Source: an optimization exercise on an open RTL-to-GDS flow (aim: small area). Production flows keep margins and buffers that such runs may drop.
The RTL was checked by simulation tests, not by an equivalence proof against the original design.

==> inputs of run K <==
Design led_tracker_top, start of the top module:
module led_tracker_top (
    input  logic        clk_65mhz,
    input  logic        rst_n,
    input  logic [29:0] pixel,
    input  logic        frame_done,
    output logic [17:0] centroid_p1,
    output logic [17:0] centroid_p2,
    output logic        centroid_p1_strobe,
    output logic        centroid_p2_strobe,
    output logic [27:0] motion_p1,
    output logic [27:0] motion_p2,
    output logic        motion_p1_strobe,
    output logic        motion_p2_strobe
);
clock: 10.0 ns
lec_check: 0
abc_area: 1
cap_margin: 20
core_margin: 2
core_utilization: 45
slew_margin: 20
standard.sh (not shown) runs the stock make flow with config.mk's settings and CLKGATE_MAP_FILE= SYNTH_SCRIPT=/design/flow/synth_recipe.tcl, a recipe that flattens the netlist after the stock synthesis.
==> flow/flow/run.sh <==
#!/bin/bash
# The standard layout, with two changes: the port buffers use the smallest
# buffer cell, and clock tree synthesis clusters more sinks per buffer and
# adds no dummy loads.
set -e
export BUFFER_PORTS_ARGS="-buffer_cell sky130_fd_sc_hd__buf_1"
export CTS_ARGS="-sink_clustering_enable -repair_clock_nets -sink_clustering_size 25 -sink_clustering_max_diameter 150 -dont_use_dummy_load"
bash standard.sh > standard.log 2>&1
==> run B: changes against run K <==
==> flow/design.v (replaced) <==
`timescale 1ns/1ps
module led_tracker_top (
    input  logic        clk_65mhz,
    input  logic        rst_n,
    input  logic [29:0] pixel,
    input  logic        frame_done,
    output logic [17:0] centroid_p1,
    output logic [17:0] centroid_p2,
    output logic        centroid_p1_strobe,
    output logic        centroid_p2_strobe,
    output logic [27:0] motion_p1,
    output logic [27:0] motion_p2,
    output logic        motion_p1_strobe,
    output logic        motion_p2_strobe
);
    logic [3:0] red, green, blue;
    logic [8:0] px;
    logic [7:0] py;
    logic is_p1, is_p2;
    assign red   = pixel[28:25];
    assign green = pixel[24:21];
    assign blue  = pixel[20:17];
    assign px    = pixel[16:8];
    assign py    = pixel[7:0];
    assign is_p1 = pixel[29] && !frame_done && (red > 4'd12)
        && (green < 4'd3) && (blue < 4'd3);
    assign is_p2 = pixel[29] && !frame_done && (red > 4'd12)
        && (green > 4'd12) && (blue > 4'd12);
    logic        restart;
    logic [15:0] c1, c2, c1_n, c2_n;
    logic [23:0] sx1, sy1, sx2, sy2;
    logic [23:0] sx1_n, sy1_n, sx2_n, sy2_n;
    always_ff @(posedge clk_65mhz or negedge rst_n) begin
        if (!rst_n) restart <= 1'b1;
        else        restart <= frame_done;
    end
    rca #(16) add_c1  (.a(restart ? 16'd0 : c1),  .b(16'd0), .ci(is_p1), .s(c1_n), .co());
    rca #(24) add_sx1 (.a(restart ? 24'd0 : sx1), .b({15'd0, is_p1 ? px : 9'd0}), .ci(1'b0), .s(sx1_n), .co());
    rca #(24) add_sy1 (.a(restart ? 24'd0 : sy1), .b({16'd0, is_p1 ? py : 8'd0}), .ci(1'b0), .s(sy1_n), .co());
    rca #(16) add_c2  (.a(restart ? 16'd0 : c2),  .b(16'd0), .ci(is_p2), .s(c2_n), .co());
    rca #(24) add_sx2 (.a(restart ? 24'd0 : sx2), .b({15'd0, is_p2 ? px : 9'd0}), .ci(1'b0), .s(sx2_n), .co());
    rca #(24) add_sy2 (.a(restart ? 24'd0 : sy2), .b({16'd0, is_p2 ? py : 8'd0}), .ci(1'b0), .s(sy2_n), .co());
    always_ff @(posedge clk_65mhz) begin
        c1  <= c1_n;
        sx1 <= sx1_n;
        sy1 <= sy1_n;
        c2  <= c2_n;
        sx2 <= sx2_n;
        sy2 <= sy2_n;
    end
    logic       ph;
    logic       load;
    logic [6:0] step;
    logic [6:0] step_n;
    logic [3:0] frame_cnt;
    logic [3:0] frame_cnt_n;
    logic       window_end;
    assign load = (frame_done || restart) && ph;
    rca #(7) add_step (.a(step), .b(7'd0), .ci(step != 7'd0), .s(step_n), .co());
    rca #(4) add_frame (.a(frame_cnt), .b(4'd0), .ci(1'b1), .s(frame_cnt_n), .co());
    always_ff @(posedge clk_65mhz or negedge rst_n) begin
        if (!rst_n) begin
            ph <= 1'b0;
            step <= 7'd0;
            frame_cnt <= 4'd0;
        end else begin
            ph <= !ph;
            step <= load ? 7'd1 : step_n;
            if (frame_done) frame_cnt <= frame_cnt_n;
        end
    end
    assign window_end = (frame_cnt == 4'd0);
    logic [96:0] chain;
    logic [15:0] rem;
    logic [15:0] den;
    logic [15:0] den_p2;
    logic [16:0] trial;
    logic [16:0] diff;
    logic        no_borrow;
    logic        q;
    logic        rem_clear;
    logic        found;
    assign trial = {rem, chain[96]};
    rca #(17) sub_den (.a(trial), .b(~{1'b0, den}), .ci(1'b1), .s(diff), .co(no_borrow));
    assign q = no_borrow;
    assign rem_clear = load || (step == 7'd24) || (step == 7'd48)
        || (step == 7'd73);
    always_ff @(posedge clk_65mhz) begin
        if (load) chain <= {sx1, sy1, 1'b0, sx2, sy2};
        else      chain <= {chain[95:0], q};
        if (rem_clear) rem <= 16'd0;
        else           rem <= q ? diff[15:0] : trial[15:0];
        if (load) begin
            den <= c1;
            den_p2 <= c2;
        end else if (step == 7'd49) begin
            den <= den_p2;
        end
        if (step == 7'd48 || step == 7'd97) found <= (den != 16'd0);
    end
    logic [16:0] last_a, last_b;
    logic [16:0] ref_a, ref_b;
    logic        have_a, have_b;
    logic        cap;
    logic        strobe_c;
    logic        strobe_m;
    logic [9:0]  dx;
    logic [8:0]  dy;
    logic [8:0]  mag_x;
    logic [7:0]  mag_y;
    logic [16:0] motion;
    assign cap = (step == 7'd49) || (step == 7'd98);
    assign strobe_c = (step == 7'd51) || (step == 7'd100);
    assign strobe_m = ((step == 7'd53) || (step == 7'd102)) && window_end;
    always_ff @(posedge clk_65mhz or negedge rst_n) begin
        if (!rst_n) begin
            have_a <= 1'b0;
            have_b <= 1'b0;
        end else begin
            have_a <= have_b;
            have_b <= have_a || (strobe_c && found);
        end
    end
    always_ff @(posedge clk_65mhz) begin
        last_a <= last_b;
        if (cap && found)        last_b <= {chain[32:24], chain[7:0]};
        else if (cap && !have_a) last_b <= 17'd0;
        else                     last_b <= last_a;
    end
    always_ff @(posedge clk_65mhz) begin
        ref_a <= ref_b;
        ref_b <= (!have_a || strobe_m) ? last_a : ref_a;
    end
    rca #(10) sub_x (.a({1'b0, last_a[16:8]}), .b(~{1'b0, ref_a[16:8]}), .ci(1'b1), .s(dx), .co());
    rca #(9)  sub_y (.a({1'b0, last_a[7:0]}),  .b(~{1'b0, ref_a[7:0]}),  .ci(1'b1), .s(dy), .co());
    rca #(9)  abs_x (.a(dx[8:0] ^ {9{dx[9]}}), .b(9'd0), .ci(dx[9]), .s(mag_x), .co());
    rca #(8)  abs_y (.a(dy[7:0] ^ {8{dy[8]}}), .b(8'd0), .ci(dy[8]), .s(mag_y), .co());
    assign centroid_p1 = {found, last_a};
    assign centroid_p2 = {found, last_a};
    assign centroid_p1_strobe = strobe_c && !ph;
    assign centroid_p2_strobe = strobe_c && ph;
    assign motion_p1 = {dx[9], 4'd0, mag_x, dy[8], 5'd0, mag_y};
    assign motion_p2 = motion_p1;
    assign motion_p1_strobe = strobe_m && !ph;
    assign motion_p2_strobe = strobe_m && ph;
endmodule
module rca #(
    parameter int W = 8
) (
    input  logic [W-1:0] a,
    input  logic [W-1:0] b,
    input  logic         ci,
    output logic [W-1:0] s,
    output logic         co
);
    logic [W:0] c;
    assign c[0] = ci;
    for (genvar i = 0; i < W; i++) begin : g_bit
        assign s[i] = a[i] ^ b[i] ^ c[i];
        assign c[i+1] = (a[i] & b[i]) | (c[i] & (a[i] ^ b[i]));
    end
    assign co = c[W];
endmodule
==> run Y: changes against run K <==
--- a/flow/design.v
+++ b/flow/design.v
@@ -23,37 +23,31 @@
     assign px    = pixel[16:8];
     assign py    = pixel[7:0];
     assign is_p1 = pixel[29] && !frame_done && (red > 4'd12)
         && (green < 4'd3) && (blue < 4'd3);
     assign is_p2 = pixel[29] && !frame_done && (red > 4'd12)
         && (green > 4'd12) && (blue > 4'd12);
     logic        restart;
-    logic        rst_first;
     logic        clr_lo;
     logic        div_on;
     logic [15:0] rem_n;
     logic        clr_hi;
     logic [15:0] c1, c2, c1_n, c2_n;
     logic [23:0] sx1, sy1, sx2, sy2;
     logic [15:0] sx1_n, sy1_n, sx2_n, sy2_n;
     logic [7:0]  sx1_h, sy1_h, sx2_h, sy2_h;
     logic        sx1_c, sy1_c, sx2_c, sy2_c;
     logic        load;
     logic [6:0]  step;
     always_ff @(posedge clk_65mhz or negedge rst_n) begin
-        if (!rst_n) begin
-            restart <= 1'b0;
-            rst_first <= 1'b1;
-        end else begin
-            restart <= frame_done;
-            rst_first <= 1'b0;
-        end
+        if (!rst_n) restart <= 1'b1;
+        else        restart <= frame_done;
     end
-    assign clr_lo = restart || rst_first;
-    assign clr_hi = rst_first || (step == 7'd127);
+    assign clr_lo = restart;
+    assign clr_hi = (step == 7'd127);
     assign div_on = load || (step != 7'd0);
     rca #(16) add_c1  (.a(clr_lo ? 16'd0 : c1),  .b(16'd0), .ci(is_p1), .s(c1_n), .co());   
     rca #(16) add_sx1 (.a(clr_lo ? 16'd0 : sx1[15:0]), .b({7'd0, is_p1 ? px : 9'd0}), .ci(1'b0), .s(sx1_n), .co(sx1_c));
     rca #(16) add_sy1 (.a(clr_lo ? 16'd0 : sy1[15:0]), .b({8'd0, is_p1 ? py : 8'd0}), .ci(1'b0), .s(sy1_n), .co(sy1_c));
     rca #(16) add_c2  (.a(clr_lo ? 16'd0 : c2),  .b(16'd0), .ci(is_p2), .s(c2_n), .co());
     rca #(16) add_sx2 (.a(clr_lo ? 16'd0 : sx2[15:0]), .b({7'd0, is_p2 ? px : 9'd0}), .ci(1'b0), .s(sx2_n), .co(sx2_c));
     rca #(16) add_sy2 (.a(clr_lo ? 16'd0 : sy2[15:0]), .b({8'd0, is_p2 ? py : 8'd0}), .ci(1'b0), .s(sy2_n), .co(sy2_c));
@@ -101,15 +95,15 @@
     logic       window_end;
     assign load = (frame_done || restart) && ph;
     rca #(7) add_step (.a(step), .b(7'd0), .ci(step != 7'd0), .s(step_n), .co());
     rca #(4) add_frame (.a(frame_cnt), .b(4'd0), .ci(1'b1), .s(frame_cnt_n), .co());
     always_ff @(posedge clk_65mhz or negedge rst_n) begin
         if (!rst_n) begin
             ph <= 1'b0;
-            step <= 7'd0;
+            step <= 7'd127;
             frame_cnt <= 4'd0;
         end else begin
             ph <= !ph;
             step <= load ? 7'd1 : step_n;
             if (frame_done) frame_cnt <= frame_cnt_n;
         end
     end
@@ -123,15 +117,15 @@
     logic        no_borrow;
     logic        q;
     logic        rem_clear;
     logic        found;
     assign den = (step > 7'd48) ? {sx2[23:16], sy2[23:16]} : {sx1[23:16], sy1[23:16]};
     assign trial = {rem, chain[96]};
     rca #(17) sub_den (.a(trial), .b(~{1'b0, den}), .ci(1'b1), .s(diff), .co(no_borrow));
-    assign q = no_borrow;
+    assign q = no_borrow && (den != 16'd0);
     assign rem_n = rem_clear ? 16'd0 : (q ? diff[15:0] : trial[15:0]);
     assign rem_clear = load || (step == 7'd24) || (step == 7'd49)
         || (step == 7'd73);
     always_ff @(posedge clk_65mhz) begin
         chain[48] <= chain[47];
         if (load) {chain[96:49], chain[47:0]} <= {sx1, sy1, sx2, sy2};
         else      {chain[96:49], chain[47:0]} <= {chain[95:48], chain[46:0], q};
@@ -158,17 +152,16 @@
         end else begin
             have_a <= have_b;
             have_b <= have_a || (strobe_c && found);
         end
     end
     always_ff @(posedge clk_65mhz) begin
         last_a <= last_b;
-        if (cap && found)        last_b <= {chain[32:24], chain[7:0]};
-        else if (cap && !have_a) last_b <= 17'd0;
-        else                     last_b <= last_a;
+        if (cap && (found || !have_a)) last_b <= {chain[32:24], chain[7:0]};
+        else                           last_b <= last_a;
     end
     always_ff @(posedge clk_65mhz) begin
         ref_a <= ref_b;
         ref_b <= (!have_a || strobe_m) ? last_a : ref_a;
     end
     rca #(10) sub_x (.a({1'b0, last_a[16:8]}), .b(~{1'b0, ref_a[16:8]}), .ci(1'b1), .s(dx), .co());
     rca #(9)  sub_y (.a({1'b0, last_a[7:0]}),  .b(~{1'b0, ref_a[7:0]}),  .ci(1'b1), .s(dy), .co());
==> flow/flow/run.sh (replaced) <==
#!/bin/bash
# The standard layout, with two changes: the port buffers use the smallest
# buffer cell, and clock tree synthesis uses clkbuf_8 sink clusters of up to
# 14 flip-flops and adds no dummy loads.
set -e
export BUFFER_PORTS_ARGS="-buffer_cell sky130_fd_sc_hd__buf_1"
export CTS_ARGS="-sink_clustering_enable -repair_clock_nets -sink_clustering_size 14 -sink_clustering_max_diameter 100 -buf_list sky130_fd_sc_hd__clkbuf_8 -dont_use_dummy_load"
bash standard.sh > standard.log 2>&1
==> run F: changes against run K <==
--- a/flow/design.v
+++ b/flow/design.v
@@ -23,37 +23,31 @@
     assign px    = pixel[16:8];
     assign py    = pixel[7:0];
     assign is_p1 = pixel[29] && !frame_done && (red > 4'd12)
         && (green < 4'd3) && (blue < 4'd3);
     assign is_p2 = pixel[29] && !frame_done && (red > 4'd12)
         && (green > 4'd12) && (blue > 4'd12);
     logic        restart;
-    logic        rst_first;
     logic        clr_lo;
     logic        div_on;
     logic [15:0] rem_n;
     logic        clr_hi;
     logic [15:0] c1, c2, c1_n, c2_n;
     logic [23:0] sx1, sy1, sx2, sy2;
     logic [15:0] sx1_n, sy1_n, sx2_n, sy2_n;
     logic [7:0]  sx1_h, sy1_h, sx2_h, sy2_h;
     logic        sx1_c, sy1_c, sx2_c, sy2_c;
     logic        load;
     logic [6:0]  step;
     always_ff @(posedge clk_65mhz or negedge rst_n) begin
-        if (!rst_n) begin
-            restart <= 1'b0;
-            rst_first <= 1'b1;
-        end else begin
-            restart <= frame_done;
-            rst_first <= 1'b0;
-        end
+        if (!rst_n) restart <= 1'b1;
+        else        restart <= frame_done;
     end
-    assign clr_lo = restart || rst_first;
-    assign clr_hi = rst_first || (step == 7'd127);
+    assign clr_lo = restart;
+    assign clr_hi = (step == 7'd127);
     assign div_on = load || (step != 7'd0);
     rca #(16) add_c1  (.a(clr_lo ? 16'd0 : c1),  .b(16'd0), .ci(is_p1), .s(c1_n), .co());   
     rca #(16) add_sx1 (.a(clr_lo ? 16'd0 : sx1[15:0]), .b({7'd0, is_p1 ? px : 9'd0}), .ci(1'b0), .s(sx1_n), .co(sx1_c));
     rca #(16) add_sy1 (.a(clr_lo ? 16'd0 : sy1[15:0]), .b({8'd0, is_p1 ? py : 8'd0}), .ci(1'b0), .s(sy1_n), .co(sy1_c));
     rca #(16) add_c2  (.a(clr_lo ? 16'd0 : c2),  .b(16'd0), .ci(is_p2), .s(c2_n), .co());
     rca #(16) add_sx2 (.a(clr_lo ? 16'd0 : sx2[15:0]), .b({7'd0, is_p2 ? px : 9'd0}), .ci(1'b0), .s(sx2_n), .co(sx2_c));
     rca #(16) add_sy2 (.a(clr_lo ? 16'd0 : sy2[15:0]), .b({8'd0, is_p2 ? py : 8'd0}), .ci(1'b0), .s(sy2_n), .co(sy2_c));
@@ -101,15 +95,15 @@
     logic       window_end;
     assign load = (frame_done || restart) && ph;
     rca #(7) add_step (.a(step), .b(7'd0), .ci(step != 7'd0), .s(step_n), .co());
     rca #(4) add_frame (.a(frame_cnt), .b(4'd0), .ci(1'b1), .s(frame_cnt_n), .co());
     always_ff @(posedge clk_65mhz or negedge rst_n) begin
         if (!rst_n) begin
             ph <= 1'b0;
-            step <= 7'd0;
+            step <= 7'd127;
             frame_cnt <= 4'd0;
         end else begin
             ph <= !ph;
             step <= load ? 7'd1 : step_n;
             if (frame_done) frame_cnt <= frame_cnt_n;
         end
     end
==> flow/flow/run.sh (replaced) <==
#!/bin/bash
# The standard layout, with two changes: the port buffers use the smallest
# buffer cell, and clock tree synthesis uses clkbuf_8 sink clusters of up to
# 14 flip-flops and adds no dummy loads.
set -e
export BUFFER_PORTS_ARGS="-buffer_cell sky130_fd_sc_hd__buf_1"
export CTS_ARGS="-sink_clustering_enable -repair_clock_nets -sink_clustering_size 14 -sink_clustering_max_diameter 100 -buf_list sky130_fd_sc_hd__clkbuf_8 -dont_use_dummy_load"
bash standard.sh > standard.log 2>&1
==> results.sh <==
export IMPL_grt_usage_pct=16.2
export IMPL_inverters=194
export IMPL_gp_congestion=0.859
export IMPL_grt_start_max_net_pins=217
export IMPL_clock_sinks=310
export IMPL_wl_per_cell_um=12.9
export IMPL_syn_avg_cell_area_sq_um=8.96
export IMPL_layout_common_cells="293 x dfxtp_1, 279 x nand2_1, 191 x inv_1, 148 x nor2_1, 134 x o21ai_0"
export IMPL_power_density_mw_per_mm2=156
export IMPL_outcome="finished clean"
export IMPL_die_x_um=179
-- figures above: run K

==> results.sh <==
export IMPL_layout_common_cells="293 x dfxtp_1, 276 x nand2_1, 189 x inv_1, 152 x nor2_1, 120 x ha_1"
export IMPL_inverters=193
export IMPL_gp_congestion=0.830
export IMPL_clock_sinks=309
export IMPL_wl_per_cell_um=13.1
export IMPL_die_x_um=179
export IMPL_outcome="finished clean"
export IMPL_grt_usage_pct=16.3
-- figures above: run F

==> results.sh <==
export IMPL_outcome="finished clean"
export IMPL_power_density_mw_per_mm2=173
export IMPL_grt_usage_pct=15.7
export IMPL_clock_sinks=309
export IMPL_wl_per_cell_um=12.5
export IMPL_syn_avg_cell_area_sq_um=8.97
export IMPL_inverters=193
export IMPL_layout_common_cells="293 x dfxtp_1, 290 x nand2_1, 190 x inv_1, 147 x nor2_1, 128 x o21ai_0"
export IMPL_gp_congestion=0.856
export IMPL_die_x_um=178
-- figures above: run Y

==> results.sh <==
export IMPL_inverters=218
export IMPL_syn_avg_cell_area_sq_um=9.65
export IMPL_clock_sinks=357
export IMPL_wl_per_cell_um=11.8
export IMPL_outcome="finished clean"
export IMPL_power_density_mw_per_mm2=155
-- figures above: run B

==> static timing again, ports no longer ideal <==
No port has a modelled driver above. Below, the same layouts with a new extraction and two added sets of constraints. Step 1 (the two cells are an assumption about what drives the block):
set clk [get_ports {clk_65mhz}]
set_driving_cell -lib_cell sky130_fd_sc_hd__clkbuf_16 $clk
set_driving_cell -lib_cell sky130_fd_sc_hd__buf_2 [delete_from_list [all_inputs] $clk]
Step 2 also shifts input and output timing later by t, the mid clock arrival at the registers, as if the neighbouring blocks saw the same clock. Slacks: ideal / step 1 / step 2; pairs: ideal / step 1.
run | t (ns) | slack for setup (ns) | worst setup path after step 2
run K | 0.528 | 1.108 / 1.108 / 0.651 | input to register
run B | 0.533 | 1.593 / 1.562 / 1.088 | input to register
run Y | 0.587 | 1.228 / 1.228 / 0.841 | input to register
run F | 0.592 | 1.154 / 1.170 / 0.579 | input to register
After both steps setup and hold are still met in every run listed. The setup slack of run F, which loses most, moves by +0.016 ns with the drivers and by -0.575 ns with both steps.
